Source: an optimization exercise on an open RTL-to-GDS flow (aim: small area, a short achievable clock period and few clock cycles per item). Production flows keep margins and buffers that such runs may drop.
Only simulation tests tie the RTL to the original design; equivalence was not proved.
Power and IR drop assume default switching activity.

==> design/flow/design.v <==
package cafl_pkg;
    localparam int unsigned DATA_W    = 16;
    localparam int unsigned S_TDATA_W = 40;
    localparam int unsigned M_TDATA_W = 24;
    localparam logic [4:0] OP_MOV  = 5'd0;
    localparam logic [4:0] OP_ADD  = 5'd1;
    localparam logic [4:0] OP_SUB  = 5'd2;
    localparam logic [4:0] OP_UMUL = 5'd3;
    localparam logic [4:0] OP_SMUL = 5'd4;
    localparam logic [4:0] OP_UDIV = 5'd5;
    localparam logic [4:0] OP_SDIV = 5'd6;
    localparam logic [4:0] OP_UMOD = 5'd7;
    localparam logic [4:0] OP_SMOD = 5'd8;
    localparam logic [4:0] OP_AND  = 5'd9;
    localparam logic [4:0] OP_OR   = 5'd10;
    localparam logic [4:0] OP_XOR  = 5'd11;
    localparam logic [4:0] OP_NOT  = 5'd12;
    localparam logic [4:0] OP_NEG  = 5'd13;
    localparam logic [4:0] OP_INC  = 5'd14;
    localparam logic [4:0] OP_DEC  = 5'd15;
    localparam logic [4:0] OP_SHL  = 5'd16;
    localparam logic [4:0] OP_SHR  = 5'd17;
    localparam logic [4:0] OP_SAR  = 5'd18;
    localparam logic [4:0] OP_ROL  = 5'd19;
    localparam logic [4:0] OP_ROR  = 5'd20;
    localparam logic [4:0] OP_BTST = 5'd21;
    localparam logic [4:0] OP_ADC  = 5'd22;
    localparam logic [4:0] OP_SBC  = 5'd23;
    localparam logic [4:0] OP_MULC = 5'd24;
    localparam logic [4:0] OP_UCMP = 5'd30;
    localparam logic [4:0] OP_SCMP = 5'd31;
    localparam logic [2:0] K_NORM = 3'd0;   
    localparam logic [2:0] K_BTST = 3'd1;   
    localparam logic [2:0] K_CMP  = 3'd2;   
    localparam logic [2:0] K_ILL  = 3'd3;   
    localparam logic [2:0] K_DZ   = 3'd4;   
    localparam logic [2:0] K_MUL  = 3'd5;   
    localparam logic [2:0] K_DIV  = 3'd6;   
endpackage
module cafl_csa #(
    parameter int N = 22
) (
    input  logic [N-1:0] x,
    input  logic [N-1:0] y,
    input  logic [N-1:0] z,
    output logic [N-1:0] s,
    output logic [N-1:0] c
);
    assign s = x ^ y ^ z;
    assign c = ((x & y) | (x & z) | (y & z)) << 1;
endmodule
module cafl_prep #(
    parameter int W = 4
) (
    input  logic        aclk,
    input  logic        aresetn,
    input  logic        load,
    input  logic [15:0] a,          
    input  logic [15:0] b,          
    input  logic        sgn,        
    input  logic        neg,        
    input  logic        cin,        
    input  logic        release_i,
    output logic        busy,
    output logic [15:0] res,
    output logic        cy
);
    localparam int STEPS = 16 / W;
    localparam int VW    = 21;      
    logic [15:0] a_q, l_q;
    logic [16:0] hs_q, hc_q;
    logic        cb_q;
    logic        sgn_q, neg_q;
    logic [3:0]  cnt_q;
    logic [15:0] sa, sl;
    logic [16:0] shs, shc;
    logic        scb;
    assign sa  = load ? a : a_q;
    assign sl  = load ? b : l_q;
    assign shs = load ? 17'd0 : hs_q;
    assign shc = load ? 17'd0 : hc_q;
    assign scb = load ? cin : cb_q;
    logic [VW-1:0] pp [0:W-1];
    always_comb begin
        for (int j = 0; j < W; j++) begin
            pp[j] = ({{(VW-16){1'b0}}, sa} & {VW{sl[j]}}) << j;
        end
    end
    logic [VW-1:0] s1, c1, s2, c2, s3, c3, s4, c4;
    cafl_csa #(.N(VW)) u_c1 (.x({4'd0, shs}), .y({4'd0, shc}), .z(pp[0]), .s(s1), .c(c1));
    cafl_csa #(.N(VW)) u_c2 (.x(pp[1]), .y(pp[2]), .z(pp[3]), .s(s2), .c(c2));
    cafl_csa #(.N(VW)) u_c3 (.x(s1), .y(c1), .z(s2), .s(s3), .c(c3));
    cafl_csa #(.N(VW)) u_c4 (.x(s3), .y(c3), .z(c2), .s(s4), .c(c4));
    logic [W:0] low;
    assign low = {1'b0, s4[W-1:0]} + {1'b0, c4[W-1:0]} + {{W{1'b0}}, scb};
    always_ff @(posedge aclk) begin
        if (!aresetn) busy <= 1'b0;
        else if (load) busy <= 1'b1;
        else if (release_i) busy <= 1'b0;
    end
    always_ff @(posedge aclk) begin
        if (load || cnt_q != STEPS[3:0]) begin
            a_q   <= sa;
            l_q   <= {low[W-1:0], sl[15:W]};
            hs_q  <= s4[VW-1:W];
            hc_q  <= c4[VW-1:W];
            cb_q  <= low[W];
            cnt_q <= load ? 4'd1 : cnt_q + 1'b1;
        end
        if (load) begin
            sgn_q <= sgn;
            neg_q <= neg;
        end
    end
    logic [15:0] nl, hx, hk;
    logic        unused_c1, hnz;
    cafl_add #(.N(16)) u_nl (.a(~l_q), .b(16'd0), .ci(1'b1), .y(nl), .co(unused_c1));
    assign hx  = hs_q[15:0] ^ hc_q[15:0];
    assign hk  = {hs_q[14:0] | hc_q[14:0], cb_q};
    assign hnz = (hx != hk);
    assign res = neg_q ? nl : l_q;
    assign cy  = sgn_q ? (!neg_q && (hnz || l_q[15])) : hnz;
endmodule
module cafl_add #(
    parameter int N = 16
) (
    input  logic [N-1:0] a,
    input  logic [N-1:0] b,
    input  logic         ci,
    output logic [N-1:0] y,
    output logic         co
);
    logic [N-1:0] x, g, p;
    logic [N-1:0] gl [0:5];
    logic [N-1:0] pl [0:5];
    always_comb begin
        x = a ^ b;
        g = a & b;
        p = x;
        g[0] = g[0] | (p[0] & ci);
        p[0] = 1'b0;
        gl[0] = g;
        pl[0] = p;
        for (int l = 0; l < 5; l++) begin
            gl[l+1] = gl[l];
            pl[l+1] = pl[l];
            for (int i = 0; i < N; i++) begin
                if (((i >> l) & 1) == 1) begin
                    gl[l+1][i] = gl[l][i] | (pl[l][i] & gl[l][((i >> l) << l) - 1]);
                    pl[l+1][i] = pl[l][i] & pl[l][((i >> l) << l) - 1];
                end
            end
        end
        y[0] = x[0] ^ ci;
        for (int i = 1; i < N; i++) y[i] = x[i] ^ gl[5][i-1];
        co = gl[5][N-1];
    end
endmodule
module cafl_cneg #(
    parameter int N = 16
) (
    input  logic [N-1:0] a,
    input  logic         neg,
    output logic [N-1:0] y
);
    logic [N-1:0] lo;    
    always_comb begin
        lo[0] = 1'b0;
        for (int i = 1; i < N; i++) lo[i] = lo[i-1] | a[i-1];
        y = a ^ ({N{neg}} & lo);
    end
endmodule
module cafl_sub #(
    parameter int N = 18
) (
    input  logic [N-1:0] a,
    input  logic [N-1:0] b,
    output logic [N-1:0] d,
    output logic         ge
);
    cafl_add #(.N(N)) u_add (.a(a), .b(~b), .ci(1'b1), .y(d), .co(ge));
endmodule
module cafl_div_stage (
    input  logic        aclk,
    input  logic        aresetn,
    input  logic        load,       
    input  logic [15:0] num,        
    input  logic [1:0]  rem0,       
    input  logic [15:0] den,        
    input  logic [17:0] den3,       
    input  logic        sel_r,      
    input  logic        neg_q,      
    input  logic        neg_r,      
    input  logic        release_i,  
    output logic        busy,
    output logic [15:0] res,
    output logic        zf          
);
    logic [15:0] rem_q, nq_q, den_q;
    logic [17:0] den3_q;
    logic [3:0]  cnt_q;
    logic sel_r_q, neg_q_q, neg_r_q;
    logic [17:0] t, r1, r2, r3;
    logic        c1, c2, c3;
    logic [15:0] rem_n;
    logic [1:0]  qd;
    logic [17:0] den3_full;
    logic        unused_c3;
    cafl_add #(.N(18)) u_d3 (.a({2'b00, den_q}), .b({1'b0, den_q, 1'b0}), .ci(1'b0),
                             .y(den3_full), .co(unused_c3));
    assign t = {rem_q, nq_q[15:14]};
    cafl_sub #(.N(18)) u_s1 (.a(t), .b({2'b00, den_q}),        .d(r1), .ge(c1));
    cafl_sub #(.N(18)) u_s2 (.a(t), .b({1'b0, den_q, 1'b0}),   .d(r2), .ge(c2));
    cafl_sub #(.N(18)) u_s3 (.a(t), .b(den3_q),                .d(r3), .ge(c3));
    always_comb begin
        if (c3)      begin rem_n = r3[15:0]; qd = 2'd3; end
        else if (c2) begin rem_n = r2[15:0]; qd = 2'd2; end
        else if (c1) begin rem_n = r1[15:0]; qd = 2'd1; end
        else         begin rem_n = t[15:0];  qd = 2'd0; end
    end
    always_ff @(posedge aclk) begin
        if (!aresetn) busy <= 1'b0;
        else if (load) busy <= 1'b1;
        else if (release_i) busy <= 1'b0;
    end
    always_ff @(posedge aclk) begin
        if (load) begin
            rem_q   <= {14'd0, rem0};
            nq_q    <= num;
            den_q   <= den;
            den3_q  <= den3;
            cnt_q   <= 4'd1;
            sel_r_q <= sel_r;
            neg_q_q <= neg_q;
            neg_r_q <= neg_r;
        end else if (cnt_q != 4'd8) begin
            if (cnt_q == 4'd1) den3_q <= den3_full;
            rem_q <= rem_n;
            nq_q  <= {nq_q[13:0], qd};
            cnt_q <= cnt_q + 1'b1;
        end
    end
    logic [15:0] dmr, negq;
    logic        unused_ge, unused_co;
    cafl_sub #(.N(16)) u_dmr (.a(den_q), .b(rem_q), .d(dmr), .ge(unused_ge));
    cafl_add #(.N(16)) u_neg (.a(~nq_q), .b(16'd0), .ci(1'b1), .y(negq), .co(unused_co));
    always_comb begin
        if (sel_r_q) res = (neg_r_q && rem_q != '0) ? dmr : rem_q;
        else         res = neg_q_q ? negq : nq_q;
    end
    assign zf = sel_r_q ? (rem_q == 16'd0) : (nq_q == 16'd0);
endmodule
module cafl_post (
    input  logic        aclk,
    input  logic        aresetn,
    input  logic        push,       
    input  logic [20:0] din,
    output logic        full,       
    output logic        full_n,     
    output logic        m_tvalid,
    input  logic        m_tready,
    output logic [23:0] m_tdata
);
    logic        hv, sv;
    logic [20:0] head, skid;
    logic        take;
    assign take = hv && m_tready;
    assign full = sv;
    always_comb begin
        full_n = sv;
        if (sv) begin
            if (take) full_n = 1'b0;
        end else if (push) begin
            if (hv && !take) full_n = 1'b1;
        end
    end
    always_ff @(posedge aclk) begin
        if (!aresetn) begin
            hv <= 1'b0;
            sv <= 1'b0;
        end else begin
            sv <= full_n;
            if (!sv) begin
                if (push) begin
                    if (!(hv && !take)) hv <= 1'b1;
                end else if (take) begin
                    hv <= 1'b0;
                end
            end
        end
    end
    always_ff @(posedge aclk) begin
        if (sv) begin
            if (take) head <= skid;
        end else if (push) begin
            if (hv && !take) skid <= din;
            else head <= din;
        end
    end
    assign m_tvalid = hv;
    assign m_tdata  = {3'b000, head};
endmodule
module cpu_alu_with_flags (
    input  logic                            aclk,
    input  logic                            aresetn,
    input  logic                            s_tvalid,
    output logic                            s_tready,
    input  logic [cafl_pkg::S_TDATA_W-1:0]  s_tdata,
    output logic                            m_tvalid,
    input  logic                            m_tready,
    output logic [cafl_pkg::M_TDATA_W-1:0]  m_tdata
);
    localparam int MW    = 4;             
    localparam int NDIV  = 2;             
    localparam int ND    = 8;             
    localparam int DXFER = ND + 1;        
    localparam int MXFER = 16 / MW + 1;   
    localparam int R_S   = 0;    
    localparam int R_SUM = 1;    
    localparam int R_AND = 2;
    localparam int R_OR  = 3;
    localparam int R_XOR = 4;
    localparam int R_NOT = 5;
    localparam int R_SH  = 6;    
    localparam int R_D   = 7;    
    localparam int C_CO  = 0;    
    localparam int C_NCO = 1;    
    localparam int C_SC  = 2;    
    localparam int C_D15 = 3;    
    typedef struct packed {
        logic [2:0] kind;
        logic [7:0] rsel;
        logic [3:0] csel;
        logic       zx_bt;    
        logic       zx_eq;    
        logic       nega;     
        logic       b_s;      
        logic       b_ns;     
        logic       b_one;    
        logic       cin;
        logic       left;     
        logic       mlo;      
        logic       mhi;      
        logic       fill;     
        logic       big;      
        logic       dneg;     
        logic       sneg;     
        logic [2:0] ds;       
        logic       divop;    
        logic       mulop;    
        logic       sel_r;    
        logic       negq;
        logic       negr;
        logic       msgn;     
        logic       mneg;     
        logic       mcin;     
    } ctl_t;
    function automatic ctl_t decode(input logic [4:0] op, input logic [15:0] dv,
                                    input logic [15:0] sv, input logic c);
        ctl_t k;
        logic bigs, sz;
        k = '0;
        bigs = |sv[15:4];
        sz   = (sv == 16'd0);
        k.kind = cafl_pkg::K_NORM;
        k.b_s  = 1'b1;
        k.rsel[R_D] = 1'b1;
        case (op)
            cafl_pkg::OP_MOV: k.rsel = 8'd1 << R_S;
            cafl_pkg::OP_ADD: begin k.rsel = 8'd1 << R_SUM; k.csel[C_CO] = 1'b1; k.b_s = 1'b1; end
            cafl_pkg::OP_ADC: begin
                k.rsel = 8'd1 << R_SUM; k.csel[C_CO] = 1'b1; k.b_s = 1'b1; k.cin = c;
            end
            cafl_pkg::OP_SUB: begin
                k.rsel = 8'd1 << R_SUM; k.csel[C_NCO] = 1'b1; k.b_s = 1'b0; k.b_ns = 1'b1;
                k.cin = 1'b1;
            end
            cafl_pkg::OP_SBC: begin
                k.rsel = 8'd1 << R_SUM; k.csel[C_NCO] = 1'b1; k.b_s = 1'b0; k.b_ns = 1'b1;
                k.cin = !c;
            end
            cafl_pkg::OP_UMUL, cafl_pkg::OP_SMUL, cafl_pkg::OP_MULC: begin
                k.kind = cafl_pkg::K_MUL;
                k.mulop = 1'b1;
                k.msgn = (op == cafl_pkg::OP_SMUL);
                k.dneg = (op == cafl_pkg::OP_SMUL) && dv[15];
                k.sneg = (op == cafl_pkg::OP_SMUL) && sv[15];
                k.mneg = (op == cafl_pkg::OP_SMUL) && (dv[15] ^ sv[15]);
                k.mcin = (op == cafl_pkg::OP_MULC) && c;
            end
            cafl_pkg::OP_UDIV, cafl_pkg::OP_SDIV, cafl_pkg::OP_UMOD, cafl_pkg::OP_SMOD: begin
                k.kind  = sz ? cafl_pkg::K_DZ : cafl_pkg::K_DIV;
                k.divop = 1'b1;
                k.dneg  = ((op == cafl_pkg::OP_SDIV) || (op == cafl_pkg::OP_SMOD)) && dv[15];
                k.sneg  = (op == cafl_pkg::OP_SDIV) && sv[15];
                if (sv[15:3] == 13'd0 && sv[2:0] <= 3'd5)
                    k.ds = sv[2:0];
                else if (k.sneg && sv[15:3] == 13'h1FFF && sv[2:0] >= 3'd3)
                    k.ds = 3'd0 - sv[2:0];
                k.sel_r = (op == cafl_pkg::OP_UMOD) || (op == cafl_pkg::OP_SMOD);
                k.negq  = (op == cafl_pkg::OP_SDIV) && (dv[15] ^ sv[15]);
                k.negr  = (op == cafl_pkg::OP_SMOD) && dv[15];
            end
            cafl_pkg::OP_AND: k.rsel = 8'd1 << R_AND;
            cafl_pkg::OP_OR:  k.rsel = 8'd1 << R_OR;
            cafl_pkg::OP_XOR: k.rsel = 8'd1 << R_XOR;
            cafl_pkg::OP_NOT: k.rsel = 8'd1 << R_NOT;
            cafl_pkg::OP_NEG: k.nega = 1'b1;    
            cafl_pkg::OP_INC: begin
                k.rsel = 8'd1 << R_SUM; k.csel[C_CO] = 1'b1; k.cin = 1'b1; k.b_s = 1'b0;
            end
            cafl_pkg::OP_DEC: begin
                k.rsel = 8'd1 << R_SUM; k.csel[C_NCO] = 1'b1; k.b_one = 1'b1; k.b_s = 1'b0;
            end
            cafl_pkg::OP_SHL: begin
                k.rsel = 8'd1 << R_SH; k.csel[C_D15] = 1'b1; k.left = 1'b1; k.mlo = 1'b1; k.big = bigs;
            end
            cafl_pkg::OP_SHR: begin k.rsel = 8'd1 << R_SH; k.mhi = 1'b1; k.big = bigs; end
            cafl_pkg::OP_SAR: begin
                k.rsel = 8'd1 << R_SH; k.mhi = 1'b1; k.fill = 1'b1; k.big = bigs;
            end
            cafl_pkg::OP_ROL: begin k.rsel = 8'd1 << R_SH; k.left = 1'b1; end
            cafl_pkg::OP_ROR: k.rsel = 8'd1 << R_SH;
            cafl_pkg::OP_BTST: begin k.kind = cafl_pkg::K_BTST; k.zx_bt = 1'b1; end
            cafl_pkg::OP_UCMP: begin
                k.kind = cafl_pkg::K_CMP; k.csel[C_NCO] = 1'b1; k.b_s = 1'b0; k.b_ns = 1'b1;
                k.cin = 1'b1; k.zx_eq = 1'b1;
            end
            cafl_pkg::OP_SCMP: begin
                k.kind = cafl_pkg::K_CMP; k.csel[C_SC] = 1'b1; k.b_s = 1'b0; k.b_ns = 1'b1;
                k.cin = 1'b1;
                k.zx_eq = 1'b1;
            end
            default: k.kind = cafl_pkg::K_ILL;
        endcase
        decode = k;
    endfunction
    logic        r1_v;
    logic [15:0] aa, bb;
    logic [3:0]  ramt;
    ctl_t        k;
    logic [15:0] aa_in, bb_in;
    ctl_t        k_in;
    localparam logic [3:0] T_MUL = 4'b0110;
    localparam logic [3:0] T_DIV = 4'b0111;
    logic [ND:1][3:0]  dl_t;
    logic [ND:1][15:0] dl_res;
    logic [3:0]        tag_in;
    logic adv, full, issue, r1_take;
    logic is_mul, is_div;
    assign adv    = !full;
    assign is_mul = (k.kind == cafl_pkg::K_MUL);
    assign is_div = (k.kind == cafl_pkg::K_DIV);
    logic [15:0] res;
    logic        cy, zx;
    logic        cout;
    logic [15:0] sum;
    logic [3:0]  n;
    logic [15:0] rot, tlo, thi, shv;
    logic [31:0] dd;
    cafl_add #(.N(16)) u_alu_add (.a(aa), .b(bb), .ci(k.cin), .y(sum), .co(cout));
    logic [15:0] dres;
    cafl_cneg #(.N(16)) u_dres (.a(aa), .neg(k.dneg), .y(dres));
    always_comb begin
        n    = bb[3:0];
        dd   = {aa, aa};
        rot  = dd[ramt +: 16];
        for (int i = 0; i < 16; i++) begin
            tlo[i] = (i < n);
            thi[i] = ((15 - i) < n);
        end
        if (k.big) shv = {16{k.fill & aa[15]}};
        else shv = (rot & ~({16{k.mlo}} & tlo) & ~({16{k.mhi}} & thi))
                 | ({16{k.fill & aa[15]}} & thi);
        res = ({16{k.rsel[R_S]}}   & bb)
            | ({16{k.rsel[R_SUM]}} & sum)
            | ({16{k.rsel[R_AND]}} & (aa & bb))
            | ({16{k.rsel[R_OR]}}  & (aa | bb))
            | ({16{k.rsel[R_XOR]}} & (aa ^ bb))
            | ({16{k.rsel[R_NOT]}} & ~aa)
            | ({16{k.rsel[R_SH]}}  & shv)
            | ({16{k.rsel[R_D]}}   & dres);
        cy  = (k.csel[C_CO] & cout) | (k.csel[C_NCO] & !cout)
            | (k.csel[C_SC] & ((aa[15] ^ !bb[15]) ? aa[15] : !cout))
            | (k.csel[C_D15] & aa[15]);
        zx  = (k.zx_bt & !aa[n]) | (k.zx_eq & ((aa ^ bb) == 16'hFFFF));
    end
    logic [15:0] num, den;    
    logic        m_busy, m_cy, m_rel;
    logic [15:0] m_res;
    assign m_rel = adv && (dl_t[MXFER-1] == T_MUL);
    cafl_prep #(.W(MW)) u_mul (
        .aclk      (aclk),
        .aresetn   (aresetn),
        .load      (issue && is_mul),
        .a         (num),
        .b         (den),
        .sgn       (k.msgn),
        .neg       (k.mneg),
        .cin       (k.mcin),
        .release_i (m_rel),
        .busy      (m_busy),
        .res       (m_res),
        .cy        (m_cy)
    );
    logic [NDIV-1:0] dv_busy, dv_load, dv_rel;
    logic [NDIV-1:0][15:0] dv_res;
    logic [NDIV-1:0]       dv_zf;
    logic [0:0]  wp, rp;
    logic        rd_div;
    logic [17:0] den3;
    assign num = aa;
    assign den = bb;
    logic [1:0] t1, q1, r1;
    always_comb begin
        t1 = aa[15:14];
        if (k.ds == 3'd1) begin
            q1 = t1;
            r1 = 2'd0;
        end else if ((k.ds == 3'd2 || k.ds == 3'd3) && t1 >= k.ds[1:0]) begin
            q1 = 2'd1;
            r1 = t1 - k.ds[1:0];
        end else begin
            q1 = 2'd0;
            r1 = t1;
        end
    end
    always_comb begin
        case (k.ds)
            3'd1: den3 = 18'd3;
            3'd2: den3 = 18'd6;
            3'd3: den3 = 18'd9;
            3'd4: den3 = 18'd12;
            3'd5: den3 = 18'd15;
            default: den3 = 18'd16;
        endcase
    end
    assign rd_div = adv && (dl_t[DXFER-1] == T_DIV);
    for (genvar j = 0; j < NDIV; j++) begin : g_div
        assign dv_load[j] = issue && is_div && (wp == j);
        assign dv_rel[j]  = rd_div && (rp == j);
        cafl_div_stage u_div (
            .aclk      (aclk),
            .aresetn   (aresetn),
            .load      (dv_load[j]),
            .num       ({num[13:0], q1}),
            .rem0      (r1),
            .den       (den),
            .den3      (den3),
            .sel_r     (k.sel_r),
            .neg_q     (k.negq),
            .neg_r     (k.negr),
            .release_i (dv_rel[j]),
            .busy      (dv_busy[j]),
            .res       (dv_res[j]),
            .zf        (dv_zf[j])
        );
    end
    always_ff @(posedge aclk) begin
        if (!aresetn) begin
            wp <= '0;
            rp <= '0;
        end else begin
            if (issue && is_div) wp <= ~wp;
            if (rd_div) rp <= ~rp;
        end
    end
    logic            r1_take_q, issue_q;
    assign issue = issue_q;
    logic            full_n, adv_n, r1_v_n, m_busy_n, m_rel_n, rd_div_n;
    logic [3:0]      mt_n, dt_n;
    logic [0:0]      wp_n, rp_n;
    logic [NDIV-1:0] dv_busy_n;
    logic            is_mul_n, is_div_n, can_issue_n;
    always_comb begin
        adv_n    = !full_n;
        r1_v_n   = r1_take ? s_tvalid : r1_v;
        is_mul_n = (r1_take && s_tvalid) ? k_in.mulop : k.mulop;
        is_div_n = (r1_take && s_tvalid) ? k_in.divop : k.divop;
        mt_n     = adv ? dl_t[MXFER-2] : dl_t[MXFER-1];
        dt_n     = adv ? dl_t[DXFER-2] : dl_t[DXFER-1];
        m_busy_n = (issue && is_mul) ? 1'b1 : m_rel ? 1'b0 : m_busy;
        for (int j = 0; j < NDIV; j++)
            dv_busy_n[j] = dv_load[j] ? 1'b1 : dv_rel[j] ? 1'b0 : dv_busy[j];
        wp_n     = (issue && is_div) ? ~wp : wp;
        rp_n     = rd_div ? ~rp : rp;
        m_rel_n  = adv_n && (mt_n == T_MUL);
        rd_div_n = adv_n && (dt_n == T_DIV);
        can_issue_n = 1'b1;
        if (is_mul_n && m_busy_n && !m_rel_n) can_issue_n = 1'b0;
        if (is_div_n && dv_busy_n[wp_n] && !(rd_div_n && (rp_n == wp_n))) can_issue_n = 1'b0;
    end
    always_ff @(posedge aclk) begin
        if (!aresetn) begin
            r1_take_q <= 1'b1;
            issue_q   <= 1'b0;
        end else begin
            r1_take_q <= !r1_v_n || (adv_n && can_issue_n);
            issue_q   <= r1_v_n && adv_n && can_issue_n;
        end
    end
    assign r1_take  = r1_take_q;
    assign s_tready = r1_take_q;
    logic [15:0] ad_in, as_in;
    cafl_cneg #(.N(16)) u_absd (.a(s_tdata[20:5]), .neg(k_in.nega | k_in.dneg), .y(ad_in));
    cafl_cneg #(.N(16)) u_abss (.a(s_tdata[36:21]), .neg(k_in.sneg), .y(as_in));
    always_comb begin
        k_in  = decode(s_tdata[4:0], s_tdata[20:5], s_tdata[36:21], s_tdata[37]);
        aa_in = ad_in;
        bb_in = ({16{k_in.b_s}} & as_in) | ({16{k_in.b_ns}} & ~s_tdata[36:21])
              | {16{k_in.b_one}};
    end
    always_ff @(posedge aclk) begin
        if (!aresetn) r1_v <= 1'b0;
        else if (r1_take) r1_v <= s_tvalid;
    end
    always_ff @(posedge aclk) begin
        if (r1_take && s_tvalid) begin
            aa   <= aa_in;
            bb   <= bb_in;
            ramt <= k_in.left ? 4'd0 - s_tdata[24:21] : s_tdata[24:21];
            k    <= k_in;
        end
    end
    always_comb begin
        case (k.kind)
            cafl_pkg::K_NORM: tag_in = {3'b010, cy};
            cafl_pkg::K_BTST: tag_in = {3'b100, zx};
            cafl_pkg::K_CMP:  tag_in = {2'b11, cy, zx};
            cafl_pkg::K_ILL:  tag_in = 4'b0001;
            cafl_pkg::K_DZ:   tag_in = 4'b0010;
            cafl_pkg::K_MUL:  tag_in = T_MUL;
            default:          tag_in = T_DIV;
        endcase
        if (!issue) tag_in = 4'b0000;
    end
    always_ff @(posedge aclk) begin
        if (!aresetn) begin
            dl_t <= '0;
        end else if (adv) begin
            dl_t[1] <= tag_in;
            for (int i = 2; i <= ND; i++) begin
                if (i == MXFER && dl_t[i-1] == T_MUL) dl_t[i] <= {3'b010, m_cy};
                else dl_t[i] <= dl_t[i-1];
            end
        end
    end
    always_ff @(posedge aclk) begin
        if (adv) begin
            dl_res[1] <= res;
            for (int i = 2; i <= ND; i++) begin
                if (i == MXFER && dl_t[i-1] == T_MUL) dl_res[i] <= m_res;
                else dl_res[i] <= dl_res[i-1];
            end
        end
    end
    logic [15:0] o_res;
    logic        o_cy, o_zf, o_wr, o_ill, o_dz;
    logic [3:0]  ot;
    logic        o_div, o_cmp, o_zx;
    always_comb begin
        ot    = dl_t[ND];
        o_div = (ot == T_DIV);
        o_cmp = (ot[3:2] == 2'b11);
        o_zx  = ((ot[3:1] == 3'b100) && ot[0]) || (o_cmp && ot[0]);
        o_cy  = ((ot[3:1] == 3'b010) && ot[0]) || (o_cmp && ot[1]);
        if (o_div) begin
            o_res = dv_res[rp];
            o_zf  = dv_zf[rp];
        end else begin
            o_res = dl_res[ND];
            o_zf  = o_zx || (!o_cmp && (o_res == '0));
        end
        o_wr  = (ot[3:1] == 3'b010) || o_div;
        o_ill = (ot == 4'b0001);
        o_dz  = (ot == 4'b0010);
    end
    cafl_post u_out (
        .aclk     (aclk),
        .aresetn  (aresetn),
        .push     (adv && (dl_t[ND] != 4'b0000)),
        .din      ({o_dz, o_ill, o_wr, o_zf, o_cy, o_res}),
        .full     (full),
        .full_n   (full_n),
        .m_tvalid (m_tvalid),
        .m_tready (m_tready),
        .m_tdata  (m_tdata)
    );
endmodule
==> design/flow/flow/run.sh <==
#!/bin/bash
# Layout flow: the standard flow (standard.sh: unchanged synthesis and
# steps, the design's clock and I/O constraints), with every port still
# buffered but by a plain buffer (buf_2) rather than the delay buffer the
# port-buffering step picks by default.
set -euo pipefail
bash standard.sh "BUFFER_PORTS_ARGS=-buffer_cell sky130_fd_sc_hd__buf_2" finish > standard_flow.log 2>&1
==> design/flow/standard.sh <==
#!/bin/bash
# synth_recipe.tcl (not shown) runs the flow's synth.tcl, then flattens the netlist and writes it again
# the make line also repeats each setting of config.mk as NAME=value (left out here)
make -C /OpenROAD-flow-scripts/flow DESIGN_CONFIG=/design/flow/config.mk WORK_HOME=/design/flow/orfs CLKGATE_MAP_FILE= SYNTH_SCRIPT=/design/flow/synth_recipe.tcl "${@:-finish}"
==> design/flow/config.mk <==
export PLATFORM = sky130hd
export DESIGN_NAME = cpu_alu_with_flags
export DESIGN_NICKNAME = cpu_alu_with_flags
export VERILOG_FILES = /design/flow/design.v
export SDC_FILE = /design/flow/constraint.sdc
export NUM_CORES = 4
export LEC_CHECK = 0
export CAP_MARGIN = 20
export CORE_MARGIN = 2
export CORE_UTILIZATION = 40
export CTS_CLUSTER_DIAMETER = 80
export CTS_CLUSTER_SIZE = 25
export SETUP_SLACK_MARGIN = 5
export SLEW_MARGIN = 20
==> design/flow/constraint.sdc <==
create_clock -name core_clock -period 9.0 [get_ports {aclk}]
set_input_delay 1.8000 -clock core_clock [delete_from_list [all_inputs] [get_ports {aclk}]]
set_output_delay 1.8000 -clock core_clock [all_outputs]
set_load 0.01 [all_outputs]
==> results of run 1 <==
## where the power goes
group          switching (mW)  total, mW  internal [mW]
Combinational            2.95       5.12           2.17
Sequential              0.521       3.77           3.25
Clock                   0.944       1.79          0.844
Total                    4.42       10.7           6.26
## cell usage after synthesis (9+ instances only)
master / n / area (um^2)
and2_1: 9 / 56.3
o211ai_1: 46 / 345
or3_1: 10 / 62.6
clkbuf_1: 124 / 465
a22oi_1: 15 / 113
xor2_1: 75 / 657
a221oi_1: 19 / 166
mux2_2: 48 / 541
o21ai_0: 198 / 991
a221o_1: 16 / 160
a211oi_1: 32 / 240
nand2b_1: 46 / 288
and3_1: 16 / 100
nor2b_1: 65 / 407
o22ai_1: 9 / 56.3
nand4_1: 17 / 106
nor2_1: 303 / 1140
nor4_1: 24 / 150
nand3_1: 50 / 250
a21o_1: 42 / 315
a31oi_1: 16 / 100
mux4_2: 16 / 360
ha_1: 244 / 3050
buf_1: 16 / 60.1
mux2i_1: 85 / 851
o31ai_1: 21 / 158
xnor2_1: 118 / 1030
nor3_1: 38 / 190
nand2_1: 261 / 980
dfxtp_1: 78 / 1560
edfxtp_1: 419 / 12600
fa_1: 101 / 2020
inv_1: 320 / 1200
a21oi_1: 233 / 1170
o21a_1: 21 / 158
## worst max-delay path: stages
cell     delay (ns)
buf_2          0.12
or4_4          0.54
or3_4          0.38
or4_4          0.44
or3_4          0.35
or3_4          0.36
o31ai_4        0.18
xnor2_1        0.08
## metrics by stage
| stage | total power [mW] | setup slack, ns | cells | hold WS (ns) | utilization |
|---|---|---|---|---|---|
| final | 10.7 | 5.11 | 4434 | 0.393 | 0.439 |
| after global routing | 11.6 | 5.00 | 4433 | 0.411 | 0.439 |
| after CTS | 10.7 | 4.93 | 4417 | 0.399 | 0.437 |
| after detailed placement | 8.84 | 4.48 | 4342 | 0.405 | 0.419 |
| after global placement | 8.75 | 4.48 | 4342 | 0.401 | 0.419 |
| after floorplan | 7.45 | 4.71 | 3311 | 0.400 | - |
## area by class of cell
type | instances | area share
Sequential cell | 497 | 0.387
Clock inverter | 22 | 0.00880
Multi-Input combinational cell | 2346 | 0.485
Timing Repair Buffer | 122 | 0.0222
Inverter | 323 | 0.0334
Tap cell | 1080 | 0.0370
Antenna cell | 1 | 0.0000685
Clock buffer | 43 | 0.0259
## repair_timing
action / in CTS / in global routing
hold buffers: 0 / 0
pin swaps: 1 / 3
resized for setup: 22 / 18
endpoints found under the setup margin: 38 / 30
cloned: 1 / 0
setup buffers: 9 / 16
## flip-flops by register name, summed over array words and instances (netlist names), 2 cells and up
register,cells
u_mul.cnt_q,4
g_div.u_div.den3_q,36
bb,16
g_div.u_div.sel_r_q,2
g_div.u_div.nq_q,32
dl_res,128
u_out.skid,21
k,33
g_div.u_div.den_q,32
g_div.u_div.rem_q,32
g_div.u_div.neg_r_q,2
u_mul.hc_q,16
u_mul.l_q,16
u_mul.hs_q,15
g_div.u_div.busy,2
dl_t,32
u_mul.a_q,16
g_div.u_div.neg_q_q,2
g_div.u_div.cnt_q,8
ramt,4
u_out.head,21
aa,16
## worst min-delay path by stage
stage / from / endpoint / slack [ns]
after floorplan: dl_res[84] / dl_res[100] / 0.40
after global placement: dl_res[1] / dl_res[17] / 0.40
after detailed placement: dl_res[84] / dl_res[100] / 0.40
after CTS: dl_res[95] / dl_res[111] / 0.40
after global routing: dl_res[37] / dl_res[53] / 0.41
final: dl_res[95] / dl_res[111] / 0.39
## kinds of logic after synthesis
group,after synthesis,synth area share
and+or+nand+nor,878,0.121
DFF,497,0.423
adders and majority gates,345,0.152
other,1,0.000112
AOI/OAI and AO/OA,778,0.148
muxes,149,0.0524
buffers and inverters,468,0.0531
xor gates and xnor gates,193,0.0505
## layer usage
metal	part of all wire	track usage	wire [um]
met1	0.44	0.279	39000
met2	0.47	0.340	41800
met3	0.057	0.0246	5040
met4	0.037	0.0770	3310
met5	0	0	0
==> impl_metrics.ini, run 1 <==
[timing]
fmax_ghz = 0.257
final.setup.tns_ns = 0
finalSetupViolations = 0
fin_crit_ns = 3.89
max_slew_margin = 0.271
post-route-period-util = 0.433
tightest_slew_ns = 1.09
clock_skew_ns = 0.0539
rsz0062_at_grt = false
finalMaxSlewViolations = 0
final_hold_viol_count = 0

[drt]
first_pass_iters = 7
drcViolationCount = 0
wirelength_mm = 89.1
via_per_inst = 5.53
ant_nets = 0
wl_per_cell_um = 20.1
drt_iter0_markers = 2102
num_vias = 24514

[floorplanning]
start_util = 0.402
die_h_um = 293
ios = 70
num_rows = 106
die_area_um2 = 85900
coreArea_um2 = 83200
die_w_um = 293

[clock_network]
cts_tree = yes
cts_buffers = 36
cts-root-buf = clkbuf_16
clkSinkCount = 497
cts_max_level = 2
path_clk_slew_ns = 0.10
clk-insertion-delay-late_ns = 0.62
cts_buffer_depth = 3

[cells_and_area]
fillers = 7841
seq_area_um2 = 14100
area_growth_pct = 9.22
stdcell_area_um2 = 36500
mostFrequentLayoutCells = edfxtp_1, inv_1, nor2_1
multi_input_area_um2 = 17700
layout.cells.most_common = edfxtp_1
fin_nets = 3715
drive_gt1_frac = 0.0895

[synth]
synth-seq-cells = 497
yosys_warnings = 13
synth-edff-count = 419
synth.cell_area_um2 = 33400
synth_cells = 3309
ys_types = 84
syn-mean-instance-area_um2 = 10.1
synthFlopType = edfxtp_1
synthArstFlopShare = 0
yosysSeqAreaShare = 0.423

[critical_path]
reg2reg_depth = 12
path_max_fanout = 4
worst_setup_path_end_kind = register
critPathLaunchType = primary input
critPathKind = in -> reg
r2r_end = g_div[0].u_div.rem_q[11]
crit_arrival_ns = 4.25
r2r_start = g_div[0].u_div.nq_q[14]
critical_path.startpoint = s_tdata[6]
crit_required_ns = 9.36
endpoint = aa[15]
r2r_slack_ns = 5.11

[placement]
dp.final_hpwl_mm = 65.3
placed_area_um2 = 34800
gp_congestion = 0.910
port_buffers = 64

[global_routing]
grt_pass1_vias = 23424
grt_max_degree = 96
grt_pass1_wl_mm = 137
grt_antenna_before_repair = 4
grt_overflow = 0
grt_use_total = 0.206

[status]
status = complete, no violations

[pwr]
leakage_nw = 14.7
powerDensity_nw_per_um2 = 292
vdd_drop_max_mv = 0.255

[min_path]
hold_path_depth = 0
hold_path_class = reg -> reg

[flow_run]
cap_violations = 0
Testbench counts, summed over its fixed seeds: cycles 17,779, items 16,000.
==> run 2, diff against run 1 <==
==> design/flow/flow/run.sh (replaced) <==
#!/bin/bash
# Layout flow: the standard flow (standard.sh: unchanged synthesis and
# steps, the design's clock and I/O constraints), with every port still
# buffered but by a plain buffer (buf_2) rather than the delay buffer the
# port-buffering step picks by default.
set -euo pipefail
bash standard.sh "BUFFER_PORTS_ARGS=-buffer_cell sky130_fd_sc_hd__buf_2" SETUP_SLACK_MARGIN=5.4 finish > standard_flow.log 2>&1
==> run 2 against run 1 <==
  * Final area up 3.7%
  * Largest cell class unchanged
  * Non-clock buffer count up 73
  * Still clean
  * Sequential cell count unchanged
  * Worst setup slack better by 0.026 ns
  * Combinational power up 7.2%
  * Power up 4.4%
==> impl_metrics.ini, run 2 <==
[drt]
wl_per_cell_um = 20.4
drt_iter0_markers = 2220
via_per_inst = 5.55
ant_nets = 0
drcViolationCount = 0
num_vias = 25032
first_pass_iters = 6
wirelength_mm = 92.3

[synth]
synth-seq-cells = 497
synth_top_area_share = 0.376
yosys_warnings = 13
ys_types = 84
synth_area_leader_cell = edfxtp_1
synthTopCellsByArea = edfxtp_1, ha_1, fa_1
synth_cells = 3309
ys_top_cells_by_count = edfxtp_1, inv_1, nor2_1
synthArstFlopShare = 0
synthFlopType = edfxtp_1
synth-edff-count = 419
synthMostInstantiatedCell = edfxtp_1
synth.cell_area_um2 = 33400
yosysSeqAreaShare = 0.423
syn-mean-instance-area_um2 = 10.1

[timing]
max_slew_margin = 0.394
tightest_slew_ns = 0.907
setup_ws_ns = 5.13
final.setup.tns_ns = 0
final_hold_viol_count = 0
clock_skew_ns = 0.0473
fin_crit_ns = 3.87
finalMaxSlewViolations = 0
finalSetupViolations = 0
fmax_ghz = 0.259
post-route-period-util = 0.430
rsz0062_at_grt = true

[cells_and_area]
reg_top3 = dl_res (128), g_div.u_div.den3_q (36), k (33)
mostFrequentLayoutCells = edfxtp_1, inv_1, nor2_1
multi_input_area_um2 = 18300
seq_area_um2 = 14100
fin_nets = 3792
area_growth_pct = 13.2
drive_gt1_frac = 0.135
layout.cells.most_common = edfxtp_1
largest_register_ffs = 128
largest_register = dl_res
layoutNonFillerInstCount = 4514
fin_util = 0.455
fillers = 7741

[critical_path]
crit_slowest_cell = or4_4
path_max_fanout = 3
cp_common_cell = or3_4
path_cells = buf_8 -> or4_4 -> or3_4 -> or4_4 -> or3_4 -> or3_4 -> o31ai_4 -> xnor2_1
worst_setup_path_end_kind = register
critPathKind = in -> reg
crit_required_ns = 9.34
critPathLaunchType = primary input
crit_arrival_ns = 4.21
crit_path_max_incr_delay_ns = 0.52

[floorplanning]
die_h_um = 293
num_rows = 106
die_w_um = 293
ios = 70
die_area_um2 = 85900
start_util = 0.402
coreArea_um2 = 83200

[flow_run]
cap_violations = 0

[global_routing]
grt_overflow = 0
grt_max_degree = 97
grt_antenna_before_repair = 4
grt_pass1_vias = 23751
grt_use_total = 0.211
grt_pass1_wl_mm = 140

[placement]
dp.final_hpwl_mm = 65.2
dp_cells = 4338
dpl_worst_slack_ns = 4.41
gp_congestion = 0.930
port_buffers = 64

[clock_network]
cts_buffer_depth = 3
clk-insertion-delay-late_ns = 0.60
path_clk_slew_ns = 0.09
cts_max_level = 2
cts-root-buf = clkbuf_16
clkSinkCount = 497
cts_buffers = 36
cts_tree = yes

[pwr]
leakage_nw = 15.2
powerDensity_nw_per_um2 = 294
vdd_drop_max_mv = 0.264

[status]
status = complete, no violations

[min_path]
hold_path_class = reg -> reg
[run 2: cell counts after synthesis]
Identical to the previous run, type by type.
[run 2: metrics by stage]
stage	power, mW	hold WS, ns	instance area [um^2]
final	11.1	0.423	37900
after global routing	12.1	0.427	37900
after CTS	10.9	0.421	37000
after detailed placement	8.83	0.405	34900
after global placement	8.75	0.402	34900
after floorplan	7.49	0.400	33600
[run 2: final cells by class]
cell class              count  area share
multi-input cells        2350       0.482
clock buffers              39      0.0241
repair buffers            195      0.0406
inverters                 323      0.0325
flip-flops and latches    497       0.374
diodes                      3    0.000198
clock inverters            27      0.0109
well taps                1080      0.0357
[run 2: repair_timing]
action / CTS / global route
buffers inserted: 56 / 40
gates cloned: 2 / 7
setup endpoints to repair: 104 / 137
pin swaps: 18 / 43
hold buffers: 0 / 0
gates resized for setup: 69 / 85
[run 2: critical path: cells and delay by family]
family | cells | cell delay (ns)
XOR/XNOR | 1 | 0.08
AO/OA/AOI/OAI | 1 | 0.20
AND/OR/NAND/NOR | 5 | 2.03
buffers and inverters | 1 | 0.09
[run 2: path summary, 6_finish.rpt]
check                             endpoint  slack, ns  depth (start not counted)        from
worst max register to register  u_mul.cb_q       5.41                         15       k[37]
worst min register to register  dl_res[62]       0.42                          0  dl_res[46]
worst max-delay path                aa[15]       5.13                          8  s_tdata[6]
worst min-delay path            dl_res[62]       0.42                          0  dl_res[46]
[run 2: cells by family after synthesis]
| logic type | share of synthesized area |
|---|---|
| flip-flops | 0.423 |
| AO/OA/AOI/OAI | 0.148 |
| XOR/XNOR | 0.0505 |
| AND/OR/NAND/NOR | 0.121 |
| buffers and inverters | 0.0531 |
| adder cells (fa/ha/maj) | 0.152 |
| multiplexers | 0.0524 |
| other | 0.000112 |
[run 2: metal layers]
metal  share of wire  up-vias  global-route usage
met2            0.46      718               0.340
met1            0.44    12106               0.291
li1                -    12032                   -
met4           0.040        0              0.0801
met5               0        -                   0
met3           0.052      176              0.0235
[run 2: report_power, final]
| group | switching [mW] | internal [mW] | total [mW] |
|---|---|---|---|
| logic | 3.09 | 2.40 | 5.49 |
| clock network | 0.959 | 0.917 | 1.88 |
| registers | 0.531 | 3.25 | 3.78 |
| total | 4.58 | 6.56 | 11.1 |
==> run 3, diff against run 2 <==
==> design/flow/run.sh (new file) <==
#!/bin/bash
# synth_recipe.tcl (not shown) runs the flow's synth.tcl, then flattens the netlist and writes it again
# the make line also repeats each setting of config.mk as NAME=value (left out here)
make -C /OpenROAD-flow-scripts/flow DESIGN_CONFIG=/design/flow/config.mk WORK_HOME=/design/flow/orfs CLKGATE_MAP_FILE= SYNTH_SCRIPT=/design/flow/synth_recipe.tcl finish
--- a/design/flow/config.mk
+++ b/design/flow/config.mk
@@ -5,10 +5,10 @@
 export SDC_FILE = /design/flow/constraint.sdc
 export NUM_CORES = 4
 export LEC_CHECK = 0
-export CAP_MARGIN = 20
+export CAP_MARGIN = 5
 export CORE_MARGIN = 2
 export CORE_UTILIZATION = 40
 export CTS_CLUSTER_DIAMETER = 80
 export CTS_CLUSTER_SIZE = 25
 export SETUP_SLACK_MARGIN = 5
-export SLEW_MARGIN = 20
+export SLEW_MARGIN = 5
removed: design/flow/flow/run.sh
removed: design/flow/standard.sh
==> run 3 against run 2 <==
  * Still clean on timing, DRC and antenna
  * First-iteration DRC count is 9.1% lower
  * Synthesized area stayed put
  * Routed wire length is 3.2% lower
  * Clock skew is 0.0081 ns higher
  * Count of clock-buffer cells in the layout is 5 higher
  * Register-to-register slack worse by 0.27 ns
  * Hold slack worse by 0.016 ns
  * Die area stayed put
  * Critical path depth stayed put
  * Non-clock buffer count is 58 lower
  * Utilization is 0.85 points lower
  * Critical endpoint unchanged
==> impl_metrics.ini, run 3 <==
[timing]
max_slew_margin = 0.297
final.setup.tns_ns = 0
fin_crit_ns = 3.92
tightest_slew_ns = 1.05
final_hold_viol_count = 0
clock_skew_ns = 0.0554
post-route-period-util = 0.436
finalSetupViolations = 0
fmax_ghz = 0.255
rsz0062_at_grt = true
finalMaxSlewViolations = 0

[floorplanning]
die_w_um = 293
die_area_um2 = 85900
start_util = 0.402
die_h_um = 293
num_rows = 106
ios = 70
coreArea_um2 = 83200

[clock_network]
clkSinkCount = 497
clk-insertion-delay-late_ns = 0.63
ctsHoldBuffers = 0
cts_max_level = 2
cts_buffers = 39
cts-root-buf = clkbuf_16
cts_buffer_depth = 3
path_clk_slew_ns = 0.10
cts_tree = yes

[cells_and_area]
drive_gt1_frac = 0.0782
fin_nets = 3733
reg_top3 = dl_res (128), g_div.u_div.den3_q (36), k (33)
multi_input_area_um2 = 17800
largest_register = dl_res
seq_area_um2 = 14100
layout.cells.most_common = edfxtp_1
fillers = 7831
mostFrequentLayoutCells = edfxtp_1, inv_1, nor2_1
area_growth_pct = 11.1
largest_register_ffs = 128

[critical_path]
crit_slowest_cell = or4_4
path_cells = buf_6 -> or4_4 -> or3_4 -> or4_4 -> or3_4 -> or3_4 -> o31ai_4 -> xnor2_1
cp_common_cell = or3_4
crit_arrival_ns = 4.25
crit_required_ns = 9.33
path_max_fanout = 3
critPathLaunchType = primary input
critPathKind = in -> reg
worst_setup_path_end_kind = register
crit_path_max_incr_delay_ns = 0.53

[flow_run]
cap_violations = 0

[placement]
dp.final_hpwl_mm = 65.0
gp_congestion = 0.922
port_buffers = 64

[synth]
synth-edff-count = 419
synth.cell_area_um2 = 33400
yosys_warnings = 13
ys_types = 84
synthMostInstantiatedCell = edfxtp_1
synthFlopType = edfxtp_1
synth_area_leader_cell = edfxtp_1
synth-seq-cells = 497
ys_top_cells_by_count = edfxtp_1, inv_1, nor2_1
syn-mean-instance-area_um2 = 10.1
synth_top_area_share = 0.376
synthArstFlopShare = 0
yosysSeqAreaShare = 0.423
synthTopCellsByArea = edfxtp_1, ha_1, fa_1
synth_cells = 3309

[drt]
wl_per_cell_um = 20.0
wirelength_mm = 89.3
num_vias = 24612
ant_nets = 0
drt_iter0_markers = 2017
drcViolationCount = 0
first_pass_iters = 7
via_per_inst = 5.52

[pwr]
total_power_mw = 10.9
powerDensity_nw_per_um2 = 293
vdd_drop_max_mv = 0.353
leakage_nw = 14.9

[status]
status = complete, no violations

[global_routing]
grt_max_degree = 88
grt_pass1_vias = 23760
grt_pass1_wl_mm = 138
grt_overflow = 0
grt_use_total = 0.207
grt_antenna_before_repair = 6

[min_path]
hold_path_class = reg -> reg
[run 3: worst max-delay path, delay by kind of cell]
family | cells | cell delay, ns
xor+xnor | 1 | 0.08
buf+inv | 1 | 0.09
simple gates | 5 | 2.08
compound gates | 1 | 0.20
[run 3: worst paths after layout]
path                                  from          to  slack [ns]  cells past startpoint
worst max-delay path            s_tdata[8]      aa[15]        5.08                      8
worst min-delay path            dl_res[10]  dl_res[26]        0.41                      0
worst max register to register       aa[3]  u_mul.cb_q        5.14                     10
worst min register to register  dl_res[10]  dl_res[26]        0.41                      0
[run 3: cell type report]
cell class,instances,share of cell area
clock inverter,28,0.0115
multi-input combinational,2346,0.478
tap,1080,0.0364
timing repair buffer,137,0.0339
inverter,323,0.0329
sequential,497,0.381
antenna,1,0.0000674
clock buffer,44,0.0268
[run 3: what timing repair did]
item	CTS	global route
setup endpoints to repair	50	54
gates resized for setup	45	26
pin swaps	8	12
gates cloned	1	1
buffers inserted	12	18
[run 3: power breakdown]
part | total, mW | leakage (nW) | internal, mW | switching, mW
clock | 1.94 | 0.684 | 0.923 | 1.02
sequential | 3.76 | 4.67 | 3.25 | 0.511
combinational | 5.17 | 9.53 | 2.21 | 2.96
total | 10.9 | 14.9 | 6.38 | 4.50
[run 3: logic make-up (layout without fill, tap and decap cells)]
kind of cell	count (synthesis)	count (layout)	share of synthesized area
adder cells (fa/ha/maj)	345	345	0.152
XOR/XNOR	193	193	0.0505
AND/OR/NAND/NOR	878	878	0.121
multiplexers	149	149	0.0524
flip-flops	497	497	0.423
AO/OA/AOI/OAI	778	778	0.148
buffers and inverters	468	532	0.0531
other	1	4	0.000112
[run 3: metrics by stage]
| step | setup slack, ns | std cells | cell area, um^2 | hold WS, ns | util |
|---|---|---|---|---|---|
| 6_report | 5.08 | 4456 | 37200 | 0.407 | 0.447 |
| 5_1_grt | 4.94 | 4455 | 37200 | 0.413 | 0.447 |
| 4_1_cts | 4.88 | 4436 | 36900 | 0.410 | 0.444 |
| 3_5_place_dp | 4.09 | 4351 | 35200 | 0.405 | 0.424 |
| 3_3_place_gp | 4.09 | 4351 | 35200 | 0.401 | 0.424 |
| 2_1_floorplan | 4.71 | 3311 | 33500 | 0.400 | - |
[run 3: metal layers]
layer,GRT usage,up-vias,part of all wire
met2,0.340,740,0.47
met3,0.0220,160,0.054
met1,0.282,11808,0.44
met4,0.0819,0,0.041
met5,0,-,0
li1,-,11904,-
==> run 4, diff against run 3 <==
--- a/design/flow/config.mk
+++ b/design/flow/config.mk
@@ -5,10 +5,10 @@
 export SDC_FILE = /design/flow/constraint.sdc
 export NUM_CORES = 4
 export LEC_CHECK = 0
-export CAP_MARGIN = 5
+export CAP_MARGIN = 20
 export CORE_MARGIN = 2
 export CORE_UTILIZATION = 40
 export CTS_CLUSTER_DIAMETER = 80
 export CTS_CLUSTER_SIZE = 25
 export SETUP_SLACK_MARGIN = 5
-export SLEW_MARGIN = 5
+export SLEW_MARGIN = 20
==> run 4 against run 3 <==
  * Still clean on timing, DRC and antenna
  * Synthesized cell count unchanged
  * Final area is the same
  * Via count is the same
  * First-iteration DRC count did not move
  * Sequential share of layout area unchanged
  * Utilization unchanged
  * Cell count is the same
  * Count of clock-buffer cells in the layout stayed put
  * Sequential power hardly changed
  * Critical endpoint unchanged
  * Largest cell class unchanged
  * Largest power group unchanged
==> impl_metrics.ini, run 4 <==
[critical_path]
worst_setup_path_end_kind = register
critPathLaunchType = primary input
crit_arrival_ns = 4.25
critPathKind = in -> reg
crit_required_ns = 9.33
path_max_fanout = 3
reg2reg_depth = 10

[flow_run]
cap_violations = 0

[floorplanning]
die_area_um2 = 85900
die_h_um = 293
start_util = 0.402
num_rows = 106
coreArea_um2 = 83200
die_w_um = 293
ios = 70

[cells_and_area]
fillers = 7831
reg_top3 = dl_res (128), g_div.u_div.den3_q (36), k (33)
mostFrequentLayoutCells = edfxtp_1, inv_1, nor2_1
drive_gt1_frac = 0.0782
seq_area_um2 = 14100
layout.cells.most_common = edfxtp_1
area_growth_pct = 11.1
multi_input_area_um2 = 17800
largest_register = dl_res
largest_register_ffs = 128
fin_nets = 3733
fin_util = 0.447

[clock_network]
cts_tree = yes
cts_buffers = 39
cts_max_level = 2
cts_buffer_depth = 3
path_clk_slew_ns = 0.10
cts-root-buf = clkbuf_16
clk-insertion-delay-late_ns = 0.63
clkSinkCount = 497
ctsHoldBuffers = 0

[timing]
rsz0062_at_grt = true
finalSetupViolations = 0
fmax_ghz = 0.255
fin_crit_ns = 3.92
final.setup.tns_ns = 0
tightest_slew_ns = 1.05
finalMaxSlewViolations = 0
max_slew_margin = 0.297
post-route-period-util = 0.436
final_hold_viol_count = 0
clock_skew_ns = 0.0554

[synth]
synthTopCellsByArea = edfxtp_1, ha_1, fa_1
synth_top_area_share = 0.376
synth-edff-count = 419
yosys_warnings = 13
synth_area_leader_cell = edfxtp_1
synth_cells = 3309
synth-seq-cells = 497
synthArstFlopShare = 0
synthFlopType = edfxtp_1
synth.cell_area_um2 = 33400
synthMostInstantiatedCell = edfxtp_1
yosysSeqAreaShare = 0.423
ys_types = 84
syn-mean-instance-area_um2 = 10.1
ys_top_cells_by_count = edfxtp_1, inv_1, nor2_1

[pwr]
leakage_nw = 14.9
powerDensity_nw_per_um2 = 293
vdd_drop_max_mv = 0.353

[drt]
wl_per_cell_um = 20.0
first_pass_iters = 7
wirelength_mm = 89.3
via_per_inst = 5.52
drt_iter0_markers = 2017
drcViolationCount = 0
num_vias = 24612
ant_nets = 0

[global_routing]
grt_antenna_before_repair = 6
grt_max_degree = 88
grt_pass1_vias = 23760
grt_overflow = 0
grt_pass1_wl_mm = 138
grt_use_total = 0.207

[placement]
gp_congestion = 0.922
dp.final_hpwl_mm = 65.0
port_buffers = 64

[min_path]
hold_path_class = reg -> reg
hold_path_depth = 0

[status]
status = complete, no violations
run 4: cell counts in the layout (fill, tap and decap cells not counted):
No cell type changed its count.
run 4: layout make-up:
| cell class | count | area share |
|---|---|---|
| multi-input cells | 2346 | 0.478 |
| well taps | 1080 | 0.0364 |
| clock buffers | 44 | 0.0268 |
| diodes | 1 | 0.0000674 |
| flip-flops and latches | 497 | 0.381 |
| inverters | 323 | 0.0329 |
| repair buffers | 137 | 0.0339 |
| clock inverters | 28 | 0.0115 |
run 4: report_power, final:
| group | internal, mW | switching [mW] | leakage (nW) | total (mW) |
|---|---|---|---|---|
| clock | 0.923 | 1.02 | 0.684 | 1.94 |
| combinational | 2.21 | 2.96 | 9.53 | 5.17 |
| sequential | 3.25 | 0.511 | 4.67 | 3.76 |
| total | 6.38 | 4.50 | 14.9 | 10.9 |
run 4: cells by family after synthesis:
group	Yosys count	share of synthesized area
AO/OA/AOI/OAI	778	0.148
buffers and inverters	468	0.0531
AND/OR/NAND/NOR	878	0.121
XOR/XNOR	193	0.0505
flip-flops	497	0.423
multiplexers	149	0.0524
other	1	0.000112
adder cells (fa/ha/maj)	345	0.152
run 4: what timing repair did:
action,in CTS,in global routing
hold endpoints to repair,0,0
cloned,1,1
pin swaps,8,12
setup endpoints to repair,50,54
buffers inserted,12,18
gates resized for setup,45,26
run 4: path summary, 6_finish.rpt:
kind | startpoint | endpoint | slack (ns)
hold / removal | dl_res[10] | dl_res[26] | 0.41
hold reg to reg | dl_res[10] | dl_res[26] | 0.41
setup / recovery | s_tdata[8] | aa[15] | 5.08
setup reg to reg | aa[3] | u_mul.cb_q | 5.14
run 4: worst max-delay path: stages:
cell,delay (ns)
buf_6,0.09
or4_4,0.53
or3_4,0.38
or4_4,0.43
or3_4,0.34
or3_4,0.40
o31ai_4,0.20
xnor2_1,0.08
run 4: per-layer routing:
layer	wire length [um]	up-vias	part of all wire	global-route usage
met1	39100	11808	0.44	0.282
li1	-	11904	-	-
met2	41600	740	0.47	0.340
met4	3700	0	0.041	0.0819
met3	4860	160	0.054	0.0220
met5	0	-	0	0
run 4: through the flow:
step	power, mW	hold slack, ns	cells	setup slack (ns)	area (um^2)
2_1_floorplan	7.45	0.400	3311	4.71	33500
3_3_place_gp	8.77	0.401	4351	4.09	35200
3_5_place_dp	8.84	0.405	4351	4.09	35200
4_1_cts	10.9	0.410	4436	4.88	36900
5_1_grt	11.8	0.413	4455	4.94	37200
6_report	10.9	0.407	4456	5.08	37200

==> afterwards: timing with drivers on the ports <==
The results above use ideal ports. As a check the final layouts listed here were re-extracted and re-timed, cells and wires unchanged.
Step 1, drivers: a clkbuf_16 drives aclk and a buf_2 each remaining input, both assumed.
Step 2 also shifts input and output timing later by t, the mid clock arrival at the registers, as if the neighbouring blocks saw the same clock.
a / b / c = ideal ports / drivers / drivers and shift; a / b = the first two.
run | t (ns) | setup WS [ns] | hold WS [ns] | latest minus earliest clock arrival (ns)
run 1 | 0.657 | 5.106 / 5.111 / 4.493 | 0.393 / 0.393 / 0.393 | 0.056 / 0.056
run 2 | 0.641 | 5.132 / 5.153 / 4.511 | 0.423 / 0.423 / 0.423 | 0.047 / 0.047
run 3 | 0.658 | 5.076 / 5.107 / 4.449 | 0.407 / 0.407 / 0.407 | 0.063 / 0.062
run 4 | 0.658 | 5.076 / 5.107 / 4.449 | 0.407 / 0.407 / 0.407 | 0.063 / 0.062
After both steps every run listed still meets setup and hold.
